This design comes from an exercise in tuning for small area, a short achievable clock period and few clock cycles per item on the open sky130 flow, not from production work.
Only simulation tests tie the RTL to the original design; equivalence was not proved.
No activity file was given, so power comes from the tool's default toggle rates.

job 1878:
==> flow/design.v <==
`default_nettype none
package pgtp_pkg;
  localparam int unsigned PIX_W  = 4;
  localparam int unsigned ROW_W  = 32;
  localparam int unsigned COLS   = 8;
  localparam int unsigned SLOT_OUT_W = 5;
  localparam logic CMD_GLYPH = 1'b0;
  localparam logic CMD_PAD   = 1'b1;
  localparam logic [2:0] LAST_ROW = 3'd7;
  typedef struct packed {
    logic        command;
    logic [3:0]  glyph_width;
    logic [2:0]  row_number;
    logic [31:0] upper_glyph_row;
    logic [31:0] lower_glyph_row;
  } glyph_item_t;
  typedef struct packed {
    logic       wr_en;
    logic       fill_en;
    logic [2:0] fill_next;
    logic       slot_inc;
    logic       slot_clr;
    logic       emit;
    logic       done;
  } store_ctl_t;
endpackage
`default_nettype wire
`default_nettype none
import pgtp_pkg::*;
module pgtp_merge_mask (
  input  logic       pad,
  input  logic [3:0] width,
  input  logic [2:0] fill,
  output logic [7:0] rmask,       
  output logic [2:0] fill_next    
);
  logic [2:0] k [COLS];
  always_comb begin
    for (int c = 0; c < COLS; c++) begin
      k[c]     = 3'(3'(c) - fill);
      rmask[c] = width[3]
               | (width[2] & !k[c][2])
               | (!(width[2] ^ k[c][2]) & ((width[1] & !k[c][1])
                                          | (!(width[1] ^ k[c][1]) & width[0] & !k[c][0])));
    end
  end
  assign fill_next = pad ? 3'd0 : width[3] ? fill : (fill + width[2:0]);
endmodule
module pgtp_merge (
  input  logic        pad,         
  input  logic        step,        
  input  logic [2:0]  fill,
  input  logic [7:0]  rmask,
  input  logic [31:0] row_upper,
  input  logic [31:0] row_lower,
  input  logic [31:0] buf_upper,
  input  logic [31:0] buf_lower,
  output logic        emit,        
  output logic [31:0] wb_upper,
  output logic [31:0] wb_lower,
  output logic [31:0] res_upper,
  output logic [31:0] res_lower
);
  logic [31:0] rot_u, rot_l;
  logic [7:0]  fill_ge, take_out, take_wb, tw;
  logic        over, keep_out, keep_wb, wr, kw;
  always_comb begin
    for (int c = 0; c < COLS; c++) fill_ge[c] = (3'(c) >= fill);
  end
  assign over     = !pad && rmask[7];
  assign keep_out = (fill != 3'd0);
  assign take_out = pad ? fill_ge : (rmask & fill_ge);
  assign take_wb  = pad ? fill_ge : (rmask & (~fill_ge | {COLS{!over}}));
  assign keep_wb  = pad || (!over && keep_out);
  assign emit     = pad ? keep_out : over;
  assign wr       = pad ? keep_out : 1'b1;
  assign rot_u = ({row_upper, row_upper} << {fill, 2'b00}) >> 32;
  assign rot_l = ({row_lower, row_lower} << {fill, 2'b00}) >> 32;
  assign kw = keep_wb || !(step && wr);
  assign tw = take_wb & {COLS{step && wr}};
  always_comb begin
    for (int c = 0; c < COLS; c++) begin
      wb_upper [PIX_W*c +: PIX_W] = (buf_upper[PIX_W*c +: PIX_W] & {PIX_W{kw}})
                                  | (rot_u[PIX_W*c +: PIX_W]     & {PIX_W{tw[c]}});
      wb_lower [PIX_W*c +: PIX_W] = (buf_lower[PIX_W*c +: PIX_W] & {PIX_W{kw}})
                                  | (rot_l[PIX_W*c +: PIX_W]     & {PIX_W{tw[c]}});
      res_upper[PIX_W*c +: PIX_W] = (buf_upper[PIX_W*c +: PIX_W] & {PIX_W{keep_out}})
                                  | (rot_u[PIX_W*c +: PIX_W]     & {PIX_W{take_out[c]}});
      res_lower[PIX_W*c +: PIX_W] = (buf_lower[PIX_W*c +: PIX_W] & {PIX_W{keep_out}})
                                  | (rot_l[PIX_W*c +: PIX_W]     & {PIX_W{take_out[c]}});
    end
  end
endmodule
`default_nettype wire
`default_nettype none
import pgtp_pkg::*;
module pgtp_row_store (
  input  logic        clk,
  input  logic [31:0] wb_upper,
  input  logic [31:0] wb_lower,
  output logic [31:0] head_upper,
  output logic [31:0] head_lower
);
  logic [31:0] ring_u [COLS];
  logic [31:0] ring_l [COLS];
  always_ff @(posedge clk) begin
    for (int k = 0; k < COLS - 1; k++) begin
      ring_u[k] <= ring_u[k+1];
      ring_l[k] <= ring_l[k+1];
    end
    ring_u[COLS-1] <= wb_upper;
    ring_l[COLS-1] <= wb_lower;
  end
  assign head_upper = ring_u[0];
  assign head_lower = ring_l[0];
endmodule
`default_nettype wire
`default_nettype none
import pgtp_pkg::*;
module proportional_glyph_tile_packer_core #(
  parameter int unsigned MAX_TILES = 32
) (
  input  logic        clk,
  input  logic        rst,
  input  logic        glyph_valid,
  output logic        glyph_ready,
  input  logic        glyph_command,
  input  logic [3:0]  glyph_glyph_width,
  input  logic [2:0]  glyph_row_number,
  input  logic [31:0] glyph_upper_glyph_row,
  input  logic [31:0] glyph_lower_glyph_row,
  output logic        tile_valid,
  input  logic        tile_ready,
  output logic [4:0]  tile_tile_slot,
  output logic [2:0]  tile_out_row_number,
  output logic [31:0] tile_upper_tile_row,
  output logic [31:0] tile_lower_tile_row,
  output logic        tile_string_done
);
  localparam int unsigned SLOT_W = (MAX_TILES > 1) ? $clog2(MAX_TILES) : 1;
  localparam logic [SLOT_W-1:0] SLOT_LAST = SLOT_W'(MAX_TILES - 1);
  logic [2:0]        phase;      
  logic [2:0]        fill;
  logic [SLOT_W-1:0] slot;
  logic        out_valid;
  logic [4:0]  out_slot;
  logic [2:0]  out_row;
  logic [31:0] out_upper, out_lower;
  logic        out_done;
  logic [31:0] head_u, head_l, wb_u, wb_l, res_u, res_l;
  logic [7:0]  rmask;
  logic [2:0]  fill_next;
  logic        emit, step, last, pad;
  assign last = (glyph_row_number == LAST_ROW);
  assign pad  = (glyph_command == CMD_PAD);
  assign glyph_ready = (glyph_row_number == phase) && (!out_valid || tile_ready);
  assign step        = glyph_valid && glyph_ready;
  pgtp_merge_mask u_mask (
    .pad       (pad),
    .width     (glyph_glyph_width),
    .fill      (fill),
    .rmask     (rmask),
    .fill_next (fill_next)
  );
  pgtp_merge u_merge (
    .pad       (pad),
    .step      (step),
    .fill      (fill),
    .rmask     (rmask),
    .row_upper (glyph_upper_glyph_row),
    .row_lower (glyph_lower_glyph_row),
    .buf_upper (head_u),
    .buf_lower (head_l),
    .emit      (emit),
    .wb_upper  (wb_u),
    .wb_lower  (wb_l),
    .res_upper (res_u),
    .res_lower (res_l)
  );
  pgtp_row_store u_store (
    .clk        (clk),
    .wb_upper   (wb_u),
    .wb_lower   (wb_l),
    .head_upper (head_u),
    .head_lower (head_l)
  );
  always_ff @(posedge clk) begin
    if (rst) begin
      phase <= 3'd0;
      fill  <= 3'd0;
      slot  <= '0;
    end else begin
      phase <= phase + 3'd1;
      if (step && last) begin
        fill <= fill_next;
        if (pad) begin
          slot <= '0;
        end else if (emit) begin
          slot <= (slot == SLOT_LAST) ? '0 : slot + 1'b1;
        end
      end
    end
  end
  always_ff @(posedge clk) begin
    if (rst) begin
      out_valid <= 1'b0;
    end else if (step && emit) begin
      out_valid <= 1'b1;
    end else if (tile_ready) begin
      out_valid <= 1'b0;
    end
  end
  always_ff @(posedge clk) begin
    if (step && emit) begin
      out_slot  <= 5'(slot);
      out_row   <= glyph_row_number;
      out_upper <= res_u;
      out_lower <= res_l;
      out_done  <= pad && last;
    end
  end
  assign tile_valid          = out_valid;
  assign tile_tile_slot      = out_slot;
  assign tile_out_row_number = out_row;
  assign tile_upper_tile_row = out_upper;
  assign tile_lower_tile_row = out_lower;
  assign tile_string_done    = out_done;
endmodule
`default_nettype wire
==> flow/config.mk <==
export PLATFORM = sky130hd
export DESIGN_NAME = proportional_glyph_tile_packer_core
export DESIGN_NICKNAME = proportional_glyph_tile_packer_core
export VERILOG_FILES = /design/flow/design.v
export SDC_FILE = /design/flow/constraint.sdc
export NUM_CORES = 4
export LEC_CHECK = 0
export ABC_CLOCK_PERIOD_IN_PS = 2500
export CAP_MARGIN = 20
export CORE_MARGIN = 2
export CORE_UTILIZATION = 45
export CTS_BUF_LIST = sky130_fd_sc_hd__clkbuf_16
export CTS_CLUSTER_DIAMETER = 100
export CTS_CLUSTER_SIZE = 25
export SETUP_SLACK_MARGIN = 2.45
export SLEW_MARGIN = 20
==> flow/constraint.sdc <==
create_clock -name core_clock -period 5.0 [get_ports {clk}]
set_input_delay 1.0000 -clock core_clock [delete_from_list [all_inputs] [get_ports {clk}]]
set_output_delay 1.0000 -clock core_clock [all_outputs]
set_load 0.01 [all_outputs]
standard.sh (not shown) runs the stock make flow with config.mk's settings and CLKGATE_MAP_FILE= SYNTH_SCRIPT=/design/flow/synth_recipe.tcl, a recipe that flattens the netlist after the stock synthesis.
==> flow/flow/run.sh <==
#!/bin/bash
export BUFFER_PORTS_ARGS="-buffer_cell sky130_fd_sc_hd__buf_1"
bash standard.sh > standard.log 2>&1
Testbench counts of job 1878, summed over its fixed seeds: cycles 13,096, rows 13,032.
#### Input delta (job 3010 over job 1878)
Settings: a change of SETUP_SLACK_MARGIN from 2.45 to 2.3.
[summary]
As far as net count after synthesis is concerned, job 1878 and job 3010 perform about the same. Number of buffers outside the clock class in the layout, job 3010 and job 1878, higher one = job 1878. Looking at cell leakage power, job 3010 sits below job 1878. Job 3010 vs job 1878 — non-filler instance count after layout dropped slightly. Fraction of the cycle the final worst path needs in job 3010 is 2.1 points above job 1878. | synthesized area | job 1878 vs job 3010 | ≈ equal |.
Modified inputs, job 6634 compared to job 3010
Settings: ABC_AREA newly set to 1; SETUP_SLACK_MARGIN changed from 2.3 to 2.45.
==> flow/flow/run.sh <==
#!/bin/bash
cp standard.sh standard_sh.log
export BUFFER_PORTS_ARGS="-buffer_cell sky130_fd_sc_hd__buf_1"
bash standard.sh > standard.log 2>&1
Notes after the runs:
The flow did not stop early for job 6634: all stages ran, and the layout cleared the timing, DRC and antenna checks.
The overall power after layout of job 6634 is lower than that of job 3010.
[job 6634] depth of the most critical reg-to-reg path rose 3 relative to job 3010
The run showing the greater core occupancy in the finished layout is job 6634.
Taking job 3010 as the reference, in job 6634 total placed instance area now larger, number of DRC markers after the initial detailed-route iteration lost about 1.1%.
diff inputs: job 6634 => job 3936
Settings: ABC_AREA: 1 -> unset; SETUP_SLACK_MARGIN: 2.45 -> 2.55.
## What came out
When job 3936 is set beside job 6634, its proportion of total power due to net switching turns out to be 0.39 points smaller.
[compare] base=job 6634 new=job 3936: post-route standard cell area excluding fillers held, period utilization ~0 delta, synthesized net count shrank by 22%.
The run showing the greater final routed wire length divided by cell count is job 3936.
Higher post-route minimum period goes to job 3936 over job 6634.
Lower total power draw among job 3936 and job 6634: job 6634
[compare] base=job 6634 new=job 3936: delay of the slowest cell on the worst path dropped 0.02 ns, non-clock buffer count dropped 3, fraction of the mapped netlist area in simple logic gates dropped 15 points.
Across both runs, synthesis-to-finish area growth was higher for job 3936 than for job 6634.

[afterwards: timing with drivers on the ports]
In the flow no input, the clock included, has a driving cell. The finished layouts below were timed again as built, in two steps. Step 1 assumes that a clkbuf_16 drives the clock port and a buf_2 every other input. Step 2, shift: input delay + t, output delay - t, t = (earliest + latest rising clock arrival at the registers) / 2. This alone moves slack from input paths to output paths. a / b / c = ideal / step 1 / step 2; a / b = the first two.
run | t (ns) | slack for setup (ns) | hold slack, ns | worst setup path after step 2
job 1878 | 0.626 | 2.401 / 2.359 / 1.925 | 0.323 / 0.323 / 0.323 | input to register
job 3010 | 0.622 | 2.296 / 2.246 / 1.778 | 0.316 / 0.316 / 0.316 | input to register
job 6634 | 0.630 | 2.405 / 2.364 / 1.846 | 0.320 / 0.320 / 0.320 | input to register
job 3936 | 0.628 | 2.399 / 2.360 / 1.790 | 0.295 / 0.295 / 0.295 | input to register
After both steps setup and hold are still met in every run listed. For job 3936, which loses most, drivers alone change the setup slack by -0.039 ns; drivers and shift together by -0.609 ns.
